Source: an optimization exercise on an open RTL-to-GDS flow (aim: small area). Production flows keep margins and buffers that such runs may drop.
The RTL was checked by simulation tests, not by an equivalence proof against the original design.

==> flow/design.v, too long to show whole: its modules and the start of the top module <==
// module rhs_front: 68 lines
// module rhs_sqsum: 673 lines
// module rhs_divstep: 14 lines
// module rhs_root: 133 lines
// module rhs_falloff: 94 lines
// module rhs_sq16: 397 lines
// module rhs_smul: 859 lines
// module rhs_apply: 44 lines
// module rhs_amul: 771 lines
// module radial_height_stamp_top: 119 lines
module radial_height_stamp_top (
  input  logic                              clk,
  input  logic                              rst,
  input  logic                              start,
  output logic                              busy,
  input  logic [rhs_pkg::COL_W-1:0]         vertex_column,
  input  logic [rhs_pkg::COL_W-1:0]         vertex_row,
  input  logic signed [rhs_pkg::HGT_W-1:0]  current_height,
  output logic                              done,
  output logic signed [rhs_pkg::HGT_W-1:0]  new_height,
  output logic                              changed,
  input  logic                              wr_en,
  input  logic [rhs_pkg::IDX_W-1:0]         wr_index,
  input  logic [rhs_pkg::CFG_W-1:0]         wr_data
);
  // ...
==> flow/run.sh <==
#!/bin/bash
# synth_recipe.tcl (not shown) runs the flow's synth.tcl, then flattens the netlist and writes it again
# the make line also repeats each setting of config.mk as NAME=value (left out here)
make -C /OpenROAD-flow-scripts/flow DESIGN_CONFIG=/design/flow/config.mk WORK_HOME=/design/flow/orfs CLKGATE_MAP_FILE= SYNTH_SCRIPT=/design/flow/synth_recipe.tcl finish
==> flow/config.mk <==
export PLATFORM = sky130hd
export DESIGN_NAME = radial_height_stamp_top
export DESIGN_NICKNAME = radial_height_stamp_top
export VERILOG_FILES = /design/flow/design.v
export SDC_FILE = /design/flow/constraint.sdc
export NUM_CORES = 4
export LEC_CHECK = 0
export ABC_AREA = 1
export CAP_MARGIN = 20
export CORE_MARGIN = 2
export CORE_UTILIZATION = 40
export SLEW_MARGIN = 20
==> flow/constraint.sdc <==
create_clock -name core_clock -period 10.0 [get_ports {clk}]
set_input_delay 2.0000 -clock core_clock [delete_from_list [all_inputs] [get_ports {clk}]]
set_output_delay 2.0000 -clock core_clock [all_outputs]
set_load 0.01 [all_outputs]
==> impl_metrics.toml, run 1 <==
[sta]
setup_tns_ns = 0
max_slew_margin_pct = 18.6
setup_viol = 0
fmax_mhz = 108
period_share_pct = 92.4

[layout]
top_register = "u_root.pl_s"
clk_share_pct = 3.71
buffers = 310
largest_reg_flops = 225
reg_top3 = "u_root.pl_s (225), u_root.rem_s (149), u_root.rt_s (146)"
seq_cell_count = 1058

[logic_synthesis]
synth-edff-count = 0
yosysTopAreaCellShare_pct = 21.0
yosysWarnings = 511
avgSynthCellArea_um2 = 7.72

[critical_path]
cp-endpoint = "u_root.rem_s[18][4]"
crit_family = "compound AO/OA/AOI/OAI gates"
cp_slowest_stage_delay_ns = 0.41
reg2regPathDepth = 60
r2r_end = "u_root.rem_s[18][4]"
worstSetupEndpointType = "register"

[routing]
routed_via_density = 5.02

[grt]
grtUsageMet3_pct = 2.04
grt_pass1_wl_mm = 429
overflow = 0

[outcome]
status = "complete, no violations"

[placed_design]
place_area_um2 = 106000

[min_path]
hold_depth = 0
min_path_type = "reg -> reg"
==> inputs of run 2 (changes only) <==
--- a/flow/config.mk
+++ b/flow/config.mk
@@ -9,4 +9,6 @@
 export CAP_MARGIN = 20
 export CORE_MARGIN = 2
-export CORE_UTILIZATION = 40
+export CORE_UTILIZATION = 55
+export CTS_CLUSTER_DIAMETER = 200
+export CTS_CLUSTER_SIZE = 20
 export SLEW_MARGIN = 20
==> run 2 against run 1 <==
Critical path type unchanged. Clock skew is 0.0070 ns higher. Register-to-register slack worse by 0.12 ns. First-iteration DRC count is 17% higher. Still clean on timing, DRC and antenna. Synthesized cell count stayed put. Non-clock buffer count is 60 higher. Maximum frequency is 1.3% lower.
==> impl_metrics.toml, run 2 <==
[logic_synthesis]
synth_common_cells = "2225 x nand2_1, 2104 x inv_1, 1120 x ha_1"
synth_nets = 15000
yosysMostFrequentCell = "nand2_1"
synth_top_flop_cell = "dfxtp_1"
netlist_top_cells_area = "dfxtp_1 21%, fa_1 15%, ha_1 14%"
ys_ff_latch = 1058
synth_top_cell_by_area = "dfxtp_1"
synth_cells = 13100
avgSynthCellArea_um2 = 7.72
yosysTopAreaCellShare_pct = 21.0
syn-cell-area_um2 = 101000
synth-edff-count = 0
synth_cell_types = 71
async_reset_ff_share_pct = 0
yosysWarnings = 511
ys_seq_area_share_pct = 21.0

[cts]
clock-root-buffer = "clkbuf_16"
insertion_delay_ns = 0.78
postCtsHoldBufs = 0
cts_buffers = 58
clk_pin_slew_ns = 0.10
htree_num_levels = 2
clockBufferDepth = 3
cts_tree = "built"
clock_sinks = 1058

[layout]
fin_area_um2 = 107000
post-route-util_pct = 58.6
syn_to_final_growth_pct = 6.19
largest_reg_flops = 225
reg_top3 = "u_root.pl_s (225), u_root.rem_s (149), u_root.rt_s (146)"
top_register = "u_root.pl_s"
mostFrequentLayoutCells = "2223 x nand2_1, 2093 x inv_1, 1116 x ha_1"
layout.cells.non_filler = 15400
drive_gt1_share_pct = 4.48
final_common_cell = "nand2_1"
layout.nets = 15000

[routing]
final_antenna_net_count = 0
dr_total_vias = 85600
drtIter0Drc = 5728
drc = 0
routed_via_density = 5.55
first_pass_iters = 6
drt_wl_total_mm = 285
wire_per_inst_um = 18.5

[min_path]
min_path_type = "reg -> reg"
hold_depth = 0

[grt]
antenna_found_initial = 7
overflow = 0
grt_pass1_wl_mm = 455
grt_pass1_vias = 85800
track_usage_pct = 30.2
grt_max_degree = 112

[outcome]
status = "complete, no violations"

[critical_path]
cp_slowest_stage_delay_ns = 0.40
reg2regPathDepth = 59
r2r_end = "u_root.rem_s[18][14]"
r2r_start = "u_root.rt_s[14][10]"
crit_slowest_cell = "ha_1"
r2r_slack_ns = 0.64
worstSetupEndpointType = "register"
startpoint = "u_root.rt_s[14][10]"
cp-endpoint = "u_root.rem_s[18][14]"
criticalPathCategory = "reg -> reg"
start_kind = "register"
arrival_ns = 9.98
critPathMaxFanout = 18
path_common_cell = "a21oi_1"
required_ns = 10.62

[die]
fp.coreArea_um2 = 183000
rows = 157
initial_utilization_pct = 55.2
die_y_um = 432
dieArea_um2 = 187000
die_width_um = 432
num_io_pins = 102

[sta]
skew_ns = 0.0767
max_slew_margin_pct = 23.3
period_needed_ns = 9.36
hold_viol_final = 0
worst_pin_slew_ns = 1.15
slew_viol_final = 0
fmax_mhz = 107
rsz0062_at_grt = "yes"
setup_viol = 0
fin_ws_ns = 0.643
period_share_pct = 93.6

[placed_design]
gp_congestion = 0.950
place_area_um2 = 105000
hpwl_mm = 225
dpl.cell_count = 15300
port_buffers = 101
pre_cts_ws_ns = 0.157

[job]
cap_violations = 0
-- run 2: cell count changes in the layout (fill, tap and decap cells not counted), sizes merged --
| cell | delta |
|---|---|
| clkinvlp | -18 |
| bufinv | -11 |
| diode | +1 |
| clkinv | -28 |
| buf | +59 |
| clkbuf | -82 |
| inv | -15 |
-- run 2: per-stage QoR --
step / setup TNS [ns] / hold WS (ns)
final: 0 / 0.297
after global routing: -0.562 / 0.318
after CTS: 0 / 0.287
after detailed placement: 0 / 0.312
after global placement: 0 / 0.310
after floorplan: 0 / 0.310
-- run 2: area by class of cell --
type | count | area, um2
Clock buffer | 59 | 1470
Fill cell | 16900 | 75600
Multi-Input combinational cell | 9355 | 69900
Antenna cell | 4 | 10.0
Inverter | 2196 | 8280
Sequential cell | 1058 | 21200
Tap cell | 2385 | 2980
Clock inverter | 3 | 90.1
Timing Repair Buffer | 370 | 3150
-- run 2: kinds of logic (layout without fill, tap and decap cells) --
group                    count (synthesis)  after routing  share of synthesized area [%]
adder cells (fa/ha/maj)               1861           1861                           28.6
buffers and inverters                 2650           2628                           9.96
XOR/XNOR                              1179           1179                           10.2
other                                    0              4                              0
multiplexers                             7              7                         0.0695
AND/OR/NAND/NOR                       3553           3553                           14.7
AO/OA/AOI/OAI                         2755           2755                           15.4
flip-flops                            1058           1058                           21.0
-- run 2: worst min-delay path by stage --
| stage | start | end | slack (ns) |
|---|---|---|---|
| 3_3_place_gp | u_front.cur1[21] | u_root.pl_s[3][21] | 0.31 |
| 5_1_grt | u_root.pl_s[30][5] | u_root.pl_s[33][5] | 0.32 |
| 6_report | u_root.pl_s[33][23] | u_falloff.pl1[23] | 0.30 |
| 4_1_cts | u_root.pl_s[33][23] | u_falloff.pl1[23] | 0.29 |
| 3_5_place_dp | u_root.pl_s[9][2] | u_root.pl_s[14][2] | 0.31 |
| 2_1_floorplan | u_root.pl_s[33][0] | u_falloff.pl1[0] | 0.31 |
-- run 2: layer usage --
metal / global-route usage, % / share of wire [%]
met1: 37.5 / 42
met2: 53.9 / 49
met3: 3.08 / 4.9
met4: 11.1 / 3.9
met5: 0 / 0.012
-- run 2: what timing repair did --
item | 4_1_cts | 5_1_grt
resized for setup | 0 | 98
endpoints found under the setup margin | 0 | 142
setup buffers | 0 | 26
-- run 2: worst max-delay path: cells and delay by family (launching register included) --
kind | cells | cell delay, ns
buf+inv | 8 | 1.18
fa+ha+maj | 4 | 1.34
flops | 1 | 0.39
simple gates | 16 | 1.58
compound gates | 30 | 4.47
mux | 1 | 0.29
==> inputs of run 3 (changes only) <==
--- a/flow/config.mk
+++ b/flow/config.mk
@@ -9,6 +9,7 @@
 export CAP_MARGIN = 20
 export CORE_MARGIN = 2
-export CORE_UTILIZATION = 55
+export CORE_UTILIZATION = 65
 export CTS_CLUSTER_DIAMETER = 200
 export CTS_CLUSTER_SIZE = 20
+export PLACE_DENSITY = 0.72
 export SLEW_MARGIN = 20
==> run 3 against run 2 <==
Hold slack worse by 0.018 ns. Highest routed layer unchanged. Flip-flop and latch count is the same. Still clean. Die area down 15%.
==> impl_metrics.toml, run 3 <==
[outcome]
status = "complete, no violations"

[logic_synthesis]
ys_ff_latch = 1058
synth_top_cell_by_area = "dfxtp_1"
async_reset_ff_share_pct = 0
netlist_top_cells_area = "dfxtp_1 21%, fa_1 15%, ha_1 14%"
synth_cells = 13100
avgSynthCellArea_um2 = 7.72
yosysTopAreaCellShare_pct = 21.0
syn-cell-area_um2 = 101000
yosysMostFrequentCell = "nand2_1"
synth-edff-count = 0
synth_nets = 15000
synth_common_cells = "2225 x nand2_1, 2104 x inv_1, 1120 x ha_1"
synth_top_flop_cell = "dfxtp_1"
synth_cell_types = 71
ys_seq_area_share_pct = 21.0
yosysWarnings = 511

[layout]
layout.nets = 15000
largest_reg_flops = 225
layout.cells.non_filler = 15100
syn_to_final_growth_pct = 6.08
reg_top3 = "u_root.pl_s (225), u_root.rem_s (149), u_root.rt_s (146)"
drive_gt1_share_pct = 4.72
top_register = "u_root.pl_s"
mostFrequentLayoutCells = "2222 x nand2_1, 2092 x inv_1, 1118 x ha_1"
final_common_cell = "nand2_1"

[die]
rows = 144
fp.coreArea_um2 = 154000
die_y_um = 398
initial_utilization_pct = 65.5
num_io_pins = 102
die_width_um = 398
dieArea_um2 = 158000

[cts]
htree_num_levels = 2
insertion_delay_ns = 0.77
clockBufferDepth = 3
cts_tree = "built"
cts_buffers = 58
clock-root-buffer = "clkbuf_16"
postCtsHoldBufs = 0
clk_pin_slew_ns = 0.09
clock_sinks = 1058

[critical_path]
start_kind = "register"
crit_slowest_cell = "a2111oi_0"
required_ns = 10.69
cp_slowest_stage_delay_ns = 0.65
critPathMaxFanout = 41
worstSetupEndpointType = "register"
criticalPathCategory = "reg -> reg"
arrival_ns = 10.07
path_common_cell = "a21oi_1"

[routing]
dr_total_vias = 87700
drt_wl_total_mm = 280
wire_per_inst_um = 18.5
drc = 0
routed_via_density = 5.79
final_antenna_net_count = 0
drtIter0Drc = 7265
first_pass_iters = 6

[job]
cap_violations = 0

[grt]
grt_pass1_vias = 88700
grt_pass1_wl_mm = 450
antenna_found_initial = 9
grt_max_degree = 60
overflow = 0
track_usage_pct = 35.0

[sta]
period_share_pct = 93.9
max_slew_margin_pct = 23.0
fmax_mhz = 107
whs_ns = 0.279
slew_viol_final = 0
skew_ns = 0.0989
worst_pin_slew_ns = 1.16
hold_viol_final = 0
rsz0062_at_grt = "yes"
setup_viol = 0
setup_tns_ns = 0
period_needed_ns = 9.39

[placed_design]
gp_congestion = 0.953
dpl.cell_count = 15000
hpwl_mm = 220
port_buffers = 101

[min_path]
min_path_type = "reg -> reg"
[run 3: through the flow]
stage	utilization (%)	area [um2]	setup slack, ns
after floorplan	-	101000	0.871
after global placement	68.2	105000	0.266
after detailed placement	68.2	105000	0.178
after CTS	69.2	107000	0.0746
after global routing	69.5	107000	-0.129
final	69.5	107000	0.614
[run 3: area by class of cell]
cell class                 count  area (um2)
clock inverter                 3        90.1
timing repair inverter         2        10.0
timing repair buffer         416        3540
fill                       12700       47000
inverter                    2196        8290
clock buffer                  59        1470
multi-input combinational   9355       69900
tap                         2044        2560
sequential                  1058       21200
antenna                        5        12.5
[run 3: critical path, delay by kind of cell (launching register included)]
| kind | cells | cell delay (ns) |
|---|---|---|
| and+or+nand+nor | 16 | 1.74 |
| AOI/OAI and AO/OA | 20 | 4.47 |
| xor gates and xnor gates | 1 | 0.16 |
| buffers and inverters | 6 | 1.26 |
| DFF | 1 | 0.37 |
| adders and majority gates | 4 | 1.26 |
[run 3: cell families (layout without fill, tap and decap cells)]
kind of cell / count (synthesis) / in the layout / share of synthesized area [%]
XOR/XNOR: 1179 / 1179 / 10.2
AND/OR/NAND/NOR: 3553 / 3553 / 14.7
adder cells (fa/ha/maj): 1861 / 1861 / 28.6
multiplexers: 7 / 7 / 0.0695
buffers and inverters: 2650 / 2676 / 9.96
flip-flops: 1058 / 1058 / 21.0
other: 0 / 5 / 0
AO/OA/AOI/OAI: 2755 / 2755 / 15.4
[run 3: final timing paths]
path                             from                    to  slack (ns)  cells after the start
hold / removal     u_root.rt_s[21][3]    u_root.rt_s[24][6]        0.28                      0
hold reg to reg    u_root.rt_s[21][3]    u_root.rt_s[24][6]        0.28                      0
setup reg to reg  u_root.rt_s[24][10]  u_root.rem_s[27][26]        0.61                     47
setup / recovery  u_root.rt_s[24][10]  u_root.rem_s[27][26]        0.61                     47
[run 3: repair_timing]
action,CTS,global route
setup buffers,0,27
endpoints found under the setup margin,0,171
resized for setup,0,84
[run 3: per-layer routing]
layer | vias to the layer above | part of all wire [%] | track usage [%]
met5 | - | 0.010 | 0
met4 | 6 | 5.5 | 17.4
met3 | 893 | 6.2 | 3.88
met2 | 3235 | 49 | 61.7
met1 | 41300 | 40 | 42.1
li1 | 42300 | - | -
==> module rhs_divstep, before the edit <==
module rhs_divstep (
  input  logic [15:0] rem_in,
  input  logic        bit_in,
  input  logic [15:0] r,
  output logic [15:0] rem_out,
  output logic        q
);
  logic [16:0] part;
  logic [17:0] diff;
  assign part    = {rem_in, bit_in};
  assign diff    = {1'b0, part} - {2'b00, r};
  assign q       = !diff[17];
  assign rem_out = q ? diff[15:0] : part[15:0];
endmodule
==> module rhs_root, before the edit <==
module rhs_root (
  input  logic                         clk,
  input  logic                         rst,
  input  logic                         in_vld,
  input  logic [rhs_pkg::PL_W-1:0]     pl_in,
  input  logic [31:0]                  rad,
  input  logic [15:0]                  r,
  output logic                         out_vld,
  output logic [rhs_pkg::PL_W-1:0]     pl_out,
  output logic [15:0]                  t,
  output logic                         fz
);
  localparam int unsigned N = 33;
  localparam logic [N-1:0] CUT = rhs_pkg::ROOT_CUT;
  localparam int unsigned HW = rhs_pkg::HGT_W;
  logic                     vld_s  [N+1];
  logic [rhs_pkg::PL_W-1:0] pl_s   [N+1];
  logic [31:0]              rad_s  [N+1];
  logic [33:0]              rem_s  [N+1];
  logic [31:0]              rt_s   [N+1];
  logic [15:0]              drem_s [N+1];
  logic [15:0]              q_s    [N+1];
  logic                     lt_s   [N+1];
  logic                     eq_s   [N+1];
  logic                     remz_s [N+1];
  logic                     loz_s  [N+1];
  assign vld_s[0]  = in_vld;
  assign pl_s[0]   = pl_in;
  assign rad_s[0]  = rad;
  assign rem_s[0]  = '0;
  assign rt_s[0]   = '0;
  assign drem_s[0] = '0;
  assign q_s[0]    = '0;
  assign lt_s[0]   = 1'b0;
  assign eq_s[0]   = 1'b0;
  assign remz_s[0] = 1'b0;
  assign loz_s[0]  = 1'b0;
  for (genvar k = 0; k < N; k++) begin : g_slot
    logic [33:0] rem_n;
    logic [31:0] rt_n;
    logic [15:0] drem_n;
    logic [15:0] q_n;
    logic        lt_n, eq_n, remz_n, loz_n;
    if (k < 32) begin : g_sq
      localparam int unsigned RW = k + 3;
      logic [1:0]    pair;
      logic [RW-1:0] part;
      logic [RW-1:0] trial;
      logic [RW:0]   diff;
      logic          take;
      if (k < 16) begin : g_in
        assign pair = rad_s[k][31-2*k -: 2];
      end else begin : g_zero
        assign pair = 2'b00;
      end
      assign part  = {rem_s[k][k:0], pair};
      assign trial = {rt_s[k][k:0], 2'b01};
      assign diff  = {1'b0, part} - {1'b0, trial};
      assign take  = !diff[RW];
      assign rem_n = 34'(take ? diff[k+1:0] : part[k+1:0]);
      assign rt_n  = {rt_s[k][30:0], take};
    end else begin : g_sqdone
      assign rem_n = rem_s[k];
      assign rt_n  = rt_s[k];
    end
    if (k < 16) begin : g_dwait
      assign drem_n = drem_s[k];
      assign q_n    = q_s[k];
      assign lt_n   = lt_s[k];
      assign eq_n   = eq_s[k];
    end else if (k == 16) begin : g_dfirst
      logic [16:0] diff0;
      assign diff0  = {1'b0, rt_s[k][15:0]} - {1'b0, r};
      assign lt_n   = diff0[16];
      assign eq_n   = (diff0[15:0] == '0);
      assign drem_n = rt_s[k][15:0];
      assign q_n    = '0;
    end else begin : g_dbit
      rhs_divstep u_step (
        .rem_in  (drem_s[k]),
        .bit_in  (rt_s[k][0]),
        .r       (r),
        .rem_out (drem_n),
        .q       (q_n[0])
      );
      assign q_n[15:1] = q_s[k][14:0];
      assign lt_n      = lt_s[k];
      assign eq_n      = eq_s[k];
    end
    if (k == 31) begin : g_flags
      assign remz_n = (rem_n == '0);
      assign loz_n  = (rt_n[15:0] == '0);
    end else begin : g_flagpass
      assign remz_n = remz_s[k];
      assign loz_n  = loz_s[k];
    end
    if (CUT[k]) begin : g_reg
      always_ff @(posedge clk) begin
        if (rst) vld_s[k+1] <= 1'b0;
        else     vld_s[k+1] <= vld_s[k];
      end
      always_ff @(posedge clk) begin
        pl_s[k+1]   <= pl_s[k];
        rad_s[k+1]  <= rad_s[k];
        rem_s[k+1]  <= rem_n;
        rt_s[k+1]   <= rt_n;
        drem_s[k+1] <= drem_n;
        q_s[k+1]    <= q_n;
        lt_s[k+1]   <= lt_n;
        eq_s[k+1]   <= eq_n;
        remz_s[k+1] <= remz_n;
        loz_s[k+1]  <= loz_n;
      end
    end else begin : g_wire
      assign vld_s[k+1]  = vld_s[k];
      assign pl_s[k+1]   = pl_s[k];
      assign rad_s[k+1]  = rad_s[k];
      assign rem_s[k+1]  = rem_n;
      assign rt_s[k+1]   = rt_n;
      assign drem_s[k+1] = drem_n;
      assign q_s[k+1]    = q_n;
      assign lt_s[k+1]   = lt_n;
      assign eq_s[k+1]   = eq_n;
      assign remz_s[k+1] = remz_n;
      assign loz_s[k+1]  = loz_n;
    end
  end
  assign out_vld = vld_s[N];
  assign pl_out  = {pl_s[N][HW] && (lt_s[N] || (eq_s[N] && loz_s[N] && remz_s[N])),
                    pl_s[N][HW-1:0]};
  assign t       = q_s[N];
  assign fz      = !lt_s[N];
endmodule
==> module radial_height_stamp_top, before the edit <==
module radial_height_stamp_top (
  input  logic                              clk,
  input  logic                              rst,
  input  logic                              start,
  output logic                              busy,
  input  logic [rhs_pkg::COL_W-1:0]         vertex_column,
  input  logic [rhs_pkg::COL_W-1:0]         vertex_row,
  input  logic signed [rhs_pkg::HGT_W-1:0]  current_height,
  output logic                              done,
  output logic signed [rhs_pkg::HGT_W-1:0]  new_height,
  output logic                              changed,
  input  logic                              wr_en,
  input  logic [rhs_pkg::IDX_W-1:0]         wr_index,
  input  logic [rhs_pkg::CFG_W-1:0]         wr_data
);
  logic [rhs_pkg::MODE_W-1:0]       cfg_mode;
  logic [rhs_pkg::POS_W-1:0]        cfg_ccol;
  logic [rhs_pkg::POS_W-1:0]        cfg_crow;
  logic [rhs_pkg::RAD_W-1:0]        cfg_radius;
  logic [rhs_pkg::STR_W-1:0]        cfg_strength;
  logic signed [rhs_pkg::HGT_W-1:0] cfg_cheight;
  logic [rhs_pkg::SIDE_W-1:0]       cfg_side;
  logic [rhs_pkg::RAD_W-1:0]        r_eff;
  logic                      accept;
  logic                      f_vld, d_vld, l_vld;
  logic [rhs_pkg::PL_W-1:0]  f_pl, d_pl, l_pl;
  logic [31:0]               f_d2;
  logic [15:0]               d_t;
  logic                      d_fz;
  logic [16:0]               l_f;
  logic [rhs_pkg::HGT_W:0]   l_opnd;
  logic                      l_kb;
  always_ff @(posedge clk) begin
    if (rst) begin
      busy <= 1'b1;
    end else begin
      busy <= 1'b0;
    end
  end
  assign accept = start && !busy;
  always_ff @(posedge clk) begin
    if (rst) begin
      cfg_mode     <= '0;
      cfg_ccol     <= '0;
      cfg_crow     <= '0;
      cfg_radius   <= rhs_pkg::RADIUS_RESET;
      cfg_strength <= '0;
      cfg_cheight  <= '0;
      cfg_side     <= rhs_pkg::SIDE_RESET;
    end else if (wr_en) begin
      case (wr_index)
        3'd0: cfg_mode     <= wr_data[rhs_pkg::MODE_W-1:0];
        3'd1: cfg_ccol     <= wr_data[rhs_pkg::POS_W-1:0];
        3'd2: cfg_crow     <= wr_data[rhs_pkg::POS_W-1:0];
        3'd3: cfg_radius   <= (wr_data[rhs_pkg::RAD_W-1:0] == '0) ? rhs_pkg::RAD_W'(1)
                                                                  : wr_data[rhs_pkg::RAD_W-1:0];
        3'd4: cfg_strength <= wr_data[rhs_pkg::STR_W-1:0];
        3'd5: cfg_cheight  <= wr_data[rhs_pkg::HGT_W-1:0];
        3'd6: cfg_side     <= wr_data[rhs_pkg::SIDE_W-1:0];
        default: ;
      endcase
    end
  end
  assign r_eff = cfg_radius;
  rhs_front u_front (
    .clk     (clk),
    .rst     (rst),
    .in_vld  (accept),
    .col     (vertex_column),
    .row     (vertex_row),
    .cur     (current_height),
    .ccol    (cfg_ccol),
    .crow    (cfg_crow),
    .side    (cfg_side),
    .out_vld (f_vld),
    .out_pl  (f_pl),
    .d2      (f_d2)
  );
  rhs_root u_root (
    .clk     (clk),
    .rst     (rst),
    .in_vld  (f_vld),
    .pl_in   (f_pl),
    .rad     (f_d2),
    .r       (r_eff),
    .out_vld (d_vld),
    .pl_out  (d_pl),
    .t       (d_t),
    .fz      (d_fz)
  );
  rhs_falloff u_falloff (
    .clk     (clk),
    .rst     (rst),
    .in_vld  (d_vld),
    .pl_in   (d_pl),
    .t       (d_t),
    .fz      (d_fz),
    .mode    (cfg_mode),
    .strength(cfg_strength),
    .cheight (cfg_cheight),
    .out_vld (l_vld),
    .pl_out  (l_pl),
    .f       (l_f),
    .opnd    (l_opnd),
    .kb      (l_kb)
  );
  rhs_apply u_apply (
    .clk        (clk),
    .rst        (rst),
    .in_vld     (l_vld),
    .pl_in      (l_pl),
    .f          (l_f),
    .opnd       (l_opnd),
    .kb         (l_kb),
    .done       (done),
    .new_height (new_height),
    .changed    (changed)
  );
endmodule
==> inputs of run 4 (changes only) <==
--- a/flow/design.v
+++ b/flow/design.v
@@ -760,14 +760,14 @@
   input  logic [15:0] rem_in,
   input  logic        bit_in,
-  input  logic [15:0] r,
+  input  logic [16:0] nr,
   output logic [15:0] rem_out,
   output logic        q
 );
   logic [16:0] part;
-  logic [17:0] diff;
+  logic [17:0] sum;
   assign part    = {rem_in, bit_in};
-  assign diff    = {1'b0, part} - {2'b00, r};
-  assign q       = !diff[17];
-  assign rem_out = q ? diff[15:0] : part[15:0];
+  assign sum     = {1'b0, part} + {1'b0, nr};
+  assign q       = sum[17];
+  assign rem_out = q ? sum[15:0] : part[15:0];
 endmodule
 module rhs_root (
@@ -777,5 +777,5 @@
   input  logic [rhs_pkg::PL_W-1:0]     pl_in,
   input  logic [31:0]                  rad,
-  input  logic [15:0]                  r,
+  input  logic [16:0]                  nr,
   output logic                         out_vld,
   output logic [rhs_pkg::PL_W-1:0]     pl_out,
@@ -842,8 +842,8 @@
       assign eq_n   = eq_s[k];
     end else if (k == 16) begin : g_dfirst
-      logic [16:0] diff0;
-      assign diff0  = {1'b0, rt_s[k][15:0]} - {1'b0, r};
-      assign lt_n   = diff0[16];
-      assign eq_n   = (diff0[15:0] == '0);
+      logic [17:0] sum0;
+      assign sum0   = {2'b00, rt_s[k][15:0]} + {1'b0, nr};
+      assign lt_n   = !sum0[17];
+      assign eq_n   = (sum0[16:0] == '0);
       assign drem_n = rt_s[k][15:0];
       assign q_n    = '0;
@@ -852,5 +852,5 @@
         .rem_in  (drem_s[k]),
         .bit_in  (rt_s[k][0]),
-        .r       (r),
+        .nr      (nr),
         .rem_out (drem_n),
         .q       (q_n[0])
@@ -3087,9 +3087,8 @@
   logic [rhs_pkg::POS_W-1:0]        cfg_ccol;
   logic [rhs_pkg::POS_W-1:0]        cfg_crow;
-  logic [rhs_pkg::RAD_W-1:0]        cfg_radius;
+  logic [rhs_pkg::RAD_W:0]          cfg_nrad;
   logic [rhs_pkg::STR_W-1:0]        cfg_strength;
   logic signed [rhs_pkg::HGT_W-1:0] cfg_cheight;
   logic [rhs_pkg::SIDE_W-1:0]       cfg_side;
-  logic [rhs_pkg::RAD_W-1:0]        r_eff;
   logic                      accept;
   logic                      f_vld, d_vld, l_vld;
@@ -3114,5 +3113,5 @@
       cfg_ccol     <= '0;
       cfg_crow     <= '0;
-      cfg_radius   <= rhs_pkg::RADIUS_RESET;
+      cfg_nrad     <= 17'h20000 - 17'(rhs_pkg::RADIUS_RESET);
       cfg_strength <= '0;
       cfg_cheight  <= '0;
@@ -3123,6 +3122,6 @@
         3'd1: cfg_ccol     <= wr_data[rhs_pkg::POS_W-1:0];
         3'd2: cfg_crow     <= wr_data[rhs_pkg::POS_W-1:0];
-        3'd3: cfg_radius   <= (wr_data[rhs_pkg::RAD_W-1:0] == '0) ? rhs_pkg::RAD_W'(1)
-                                                                  : wr_data[rhs_pkg::RAD_W-1:0];
+        3'd3: cfg_nrad     <= (wr_data[rhs_pkg::RAD_W-1:0] == '0) ? 17'h1ffff
+                                                                  : 17'h20000 - {1'b0, wr_data[rhs_pkg::RAD_W-1:0]};
         3'd4: cfg_strength <= wr_data[rhs_pkg::STR_W-1:0];
         3'd5: cfg_cheight  <= wr_data[rhs_pkg::HGT_W-1:0];
@@ -3132,5 +3131,4 @@
     end
   end
-  assign r_eff = cfg_radius;
   rhs_front u_front (
     .clk     (clk),
@@ -3153,5 +3151,5 @@
     .pl_in   (f_pl),
     .rad     (f_d2),
-    .r       (r_eff),
+    .nr      (cfg_nrad),
     .out_vld (d_vld),
     .pl_out  (d_pl),
--- a/flow/config.mk
+++ b/flow/config.mk
@@ -9,7 +9,6 @@
 export CAP_MARGIN = 20
 export CORE_MARGIN = 2
-export CORE_UTILIZATION = 65
-export CTS_CLUSTER_DIAMETER = 200
+export CORE_UTILIZATION = 55
+export CTS_CLUSTER_DIAMETER = 100
 export CTS_CLUSTER_SIZE = 20
-export PLACE_DENSITY = 0.72
 export SLEW_MARGIN = 20
==> run 4 against run 3 <==
Via count is 1.5% lower. Die area up 18%. Synthesized cell count up 0.42%.
==> impl_metrics.toml, run 4 <==
[placed_design]
port_buffers = 101
gp_congestion = 0.945
hpwl_mm = 228

[grt]
grt_pass1_wl_mm = 456
track_usage_pct = 30.3
antenna_found_initial = 12
grt_pass1_vias = 86400
grt_max_degree = 107
overflow = 0

[logic_synthesis]
ys_seq_area_share_pct = 21.0
syn-cell-area_um2 = 101000
avgSynthCellArea_um2 = 7.70
async_reset_ff_share_pct = 0
synth_top_cell_by_area = "dfxtp_1"
synth_cell_types = 73
netlist_top_cells_area = "dfxtp_1 21%, fa_1 15%, ha_1 14%"
yosysTopAreaCellShare_pct = 21.0
yosysWarnings = 513
ys_ff_latch = 1058
synth-edff-count = 0
synth_nets = 15100
synth_common_cells = "2333 x nand2_1, 2125 x inv_1, 1121 x ha_1"
synth_cells = 13100
synth_top_flop_cell = "dfxtp_1"
yosysMostFrequentCell = "nand2_1"

[layout]
nFillCells = 16800
syn_to_final_growth_pct = 7.71
drive_gt1_share_pct = 5.63
reg_top3 = "u_root.pl_s (225), u_root.rem_s (149), u_root.rt_s (146)"
largest_reg_flops = 225
mostFrequentLayoutCells = "2327 x nand2_1, 2120 x inv_1, 1120 x ha_1"
post-route-util_pct = 59.5
final_common_cell = "nand2_1"
layout.nets = 15200
top_register = "u_root.pl_s"

[routing]
first_pass_iters = 6
wl_met3_mm = 13.8
final_antenna_net_count = 0
dr_total_vias = 86400
routed_via_density = 5.52
drt_wl_total_mm = 287
drtIter0Drc = 5794
top_layer = "met5"
met1_length_mm = 122
wire_per_inst_um = 18.3
met2_length_mm = 140
drc = 0

[cts]
clock-root-buffer = "clkbuf_16"
clk_pin_slew_ns = 0.09
clockBufferDepth = 3
htree_num_levels = 3
insertion_delay_ns = 0.76
clock_sinks = 1058
postCtsHoldBufs = 0
cts_tree = "built"
cts_buffers = 74

[min_path]
hp-start = "u_root.pl_s[18][24]"
hold_depth = 0
min_path_type = "reg -> reg"
whs_endpoint = "u_root.pl_s[21][24]"

[critical_path]
required_ns = 10.61
arrival_ns = 9.96
crit_family = "compound AO/OA/AOI/OAI gates"
critPathBufInv = 13
start_kind = "register"
critPathMaxFanout = 17
reg2regPathDepth = 52
cp_slowest_stage_delay_ns = 0.47
startpoint = "u_root.rt_s[9][2]"
worstSetupEndpointType = "register"
r2r_start = "u_root.rt_s[9][2]"
crit_slowest_cell = "dfxtp_2"
path_common_cell = "inv_1"
criticalPathCategory = "reg -> reg"
r2r_slack_ns = 0.65
r2r_end = "u_root.rem_s[14][2]"

[sta]
whs_ns = 0.287
slew_viol_final = 0
max_slew_margin_pct = 32.4
setup_viol = 0
worst_pin_slew_ns = 1.01
fmax_mhz = 107
hold_viol_final = 0
period_share_pct = 93.5
period_needed_ns = 9.35
setup_tns_ns = 0
skew_ns = 0.0650

[outcome]
status = "complete, no violations"

[die]
die_y_um = 432
rows = 157
dieArea_um2 = 187000
num_io_pins = 102
fp.coreArea_um2 = 183000
die_width_um = 432
initial_utilization_pct = 55.3

[job]
cap_violations = 0
==> run 4: changes by cell type after synthesis, sizes merged, moves of 16 or more <==
cell,change
inv,+35
o21ai,+28
nand4,-22
nand2,+97
a211oi,-16
o21a,+17
clkbuf,-21
a21oi,-16
nand3,-38
==> run 4: area by class of cell <==
type                            count  area [um2]  share of cell area, %
Timing Repair Buffer              470        3830                   3.52
Sequential cell                  1058       21200                   19.5
Multi-Input combinational cell   9382       69800                   64.2
Antenna cell                       14        35.0                 0.0322
Inverter                         2232        8420                   7.74
Timing Repair inverter              3        20.0                 0.0184
Clock buffer                       78        1900                   1.74
Tap cell                         2385        2980                   2.74
Clock inverter                     30         510                  0.470
==> run 4: layer usage <==
layer  vias to the layer above  GRT usage (%)
met5                         -              0
met4                         2           11.2
met3                       608           2.83
met2                      2327           53.9
met1                     40900           38.0
li1                      42500              -
==> run 4: cells by family after synthesis <==
logic type               after synthesis  synth area share, %
flip-flops                          1058                 21.0
XOR/XNOR                            1166                 10.1
AND/OR/NAND/NOR                     3576                 14.7
AO/OA/AOI/OAI                       2770                 15.5
buffers and inverters               2680                 10.1
multiplexers                           6               0.0607
adder cells (fa/ha/maj)             1862                 28.6
==> run 4: worst reg2reg max path: cells and delay by family, from the launching register on <==
kind / cells / cell delay, ns
compound gates: 13 / 2.70
simple gates: 20 / 2.36
fa+ha+maj: 5 / 1.79
buf+inv: 13 / 1.72
flops: 1 / 0.47
xor+xnor: 1 / 0.16
==> run 4: repair_timing <==
item                                    in CTS  in global routing
pin swaps                                    0                 19
endpoints found under the setup margin       1                145
setup buffers                                0                 14
gates cloned                                 0                  5
resized for setup                            1                110
==> run 4: worst max-delay path by stage <==
stage	endpoint	cells after the start
after global routing	u_root.rem_s[18][17]	71
after CTS	u_root.rem_s[14][2]	52
after floorplan	u_root.rem_s[18][9]	70
after global placement	u_root.rem_s[14][2]	53
after detailed placement	u_root.rem_s[14][2]	53
final	u_root.rem_s[14][2]	52
==> run 4: metrics by stage <==
| stage | cell area [um2] | std cells | worst slack [ns] |
|---|---|---|---|
| 2_1_floorplan | 101000 | 13100 | 0.982 |
| 3_3_place_gp | 106000 | 15500 | -0.109 |
| 3_5_place_dp | 106000 | 15500 | -0.0783 |
| 4_1_cts | 108000 | 15600 | 0.0739 |
| 5_1_grt | 109000 | 15600 | -0.00762 |
| 6_report | 109000 | 15700 | 0.651 |

==> port drivers added, routing unchanged <==
The flow's constraints put no driver on any port. The routed layouts listed below were extracted and timed again, unchanged, in two steps. Step 1 (the two cells are an assumption about what drives the block):
set clk [get_ports {clk}]
set_driving_cell -lib_cell sky130_fd_sc_hd__clkbuf_16 $clk
set_driving_cell -lib_cell sky130_fd_sc_hd__buf_2 [delete_from_list [all_inputs] $clk]
Step 2 moves the port delays by t, midway between the first and last clock arrival at a register: inputs arrive t later, outputs are due t later. That takes back most of the time a late clock gives input paths. a / b / c = ideal / step 1 / step 2; a / b = the first two.
run | shift t [ns] | slack for setup (ns) | hold WS [ns] | worst register clock-pin slew, ns
run 1 | 0.829 | 0.761 / 0.761 / 0.761 | 0.271 / 0.271 / 0.271 | 0.07 / 0.07
run 2 | 0.837 | 0.643 / 0.643 / 0.643 | 0.297 / 0.297 / 0.297 | 0.12 / 0.12
run 3 | 0.802 | 0.614 / 0.614 / 0.614 | 0.279 / 0.279 / 0.279 | 0.11 / 0.11
run 4 | 0.807 | 0.651 / 0.651 / 0.651 | 0.287 / 0.287 / 0.287 | 0.09 / 0.09
After both steps every run listed still meets setup and hold.
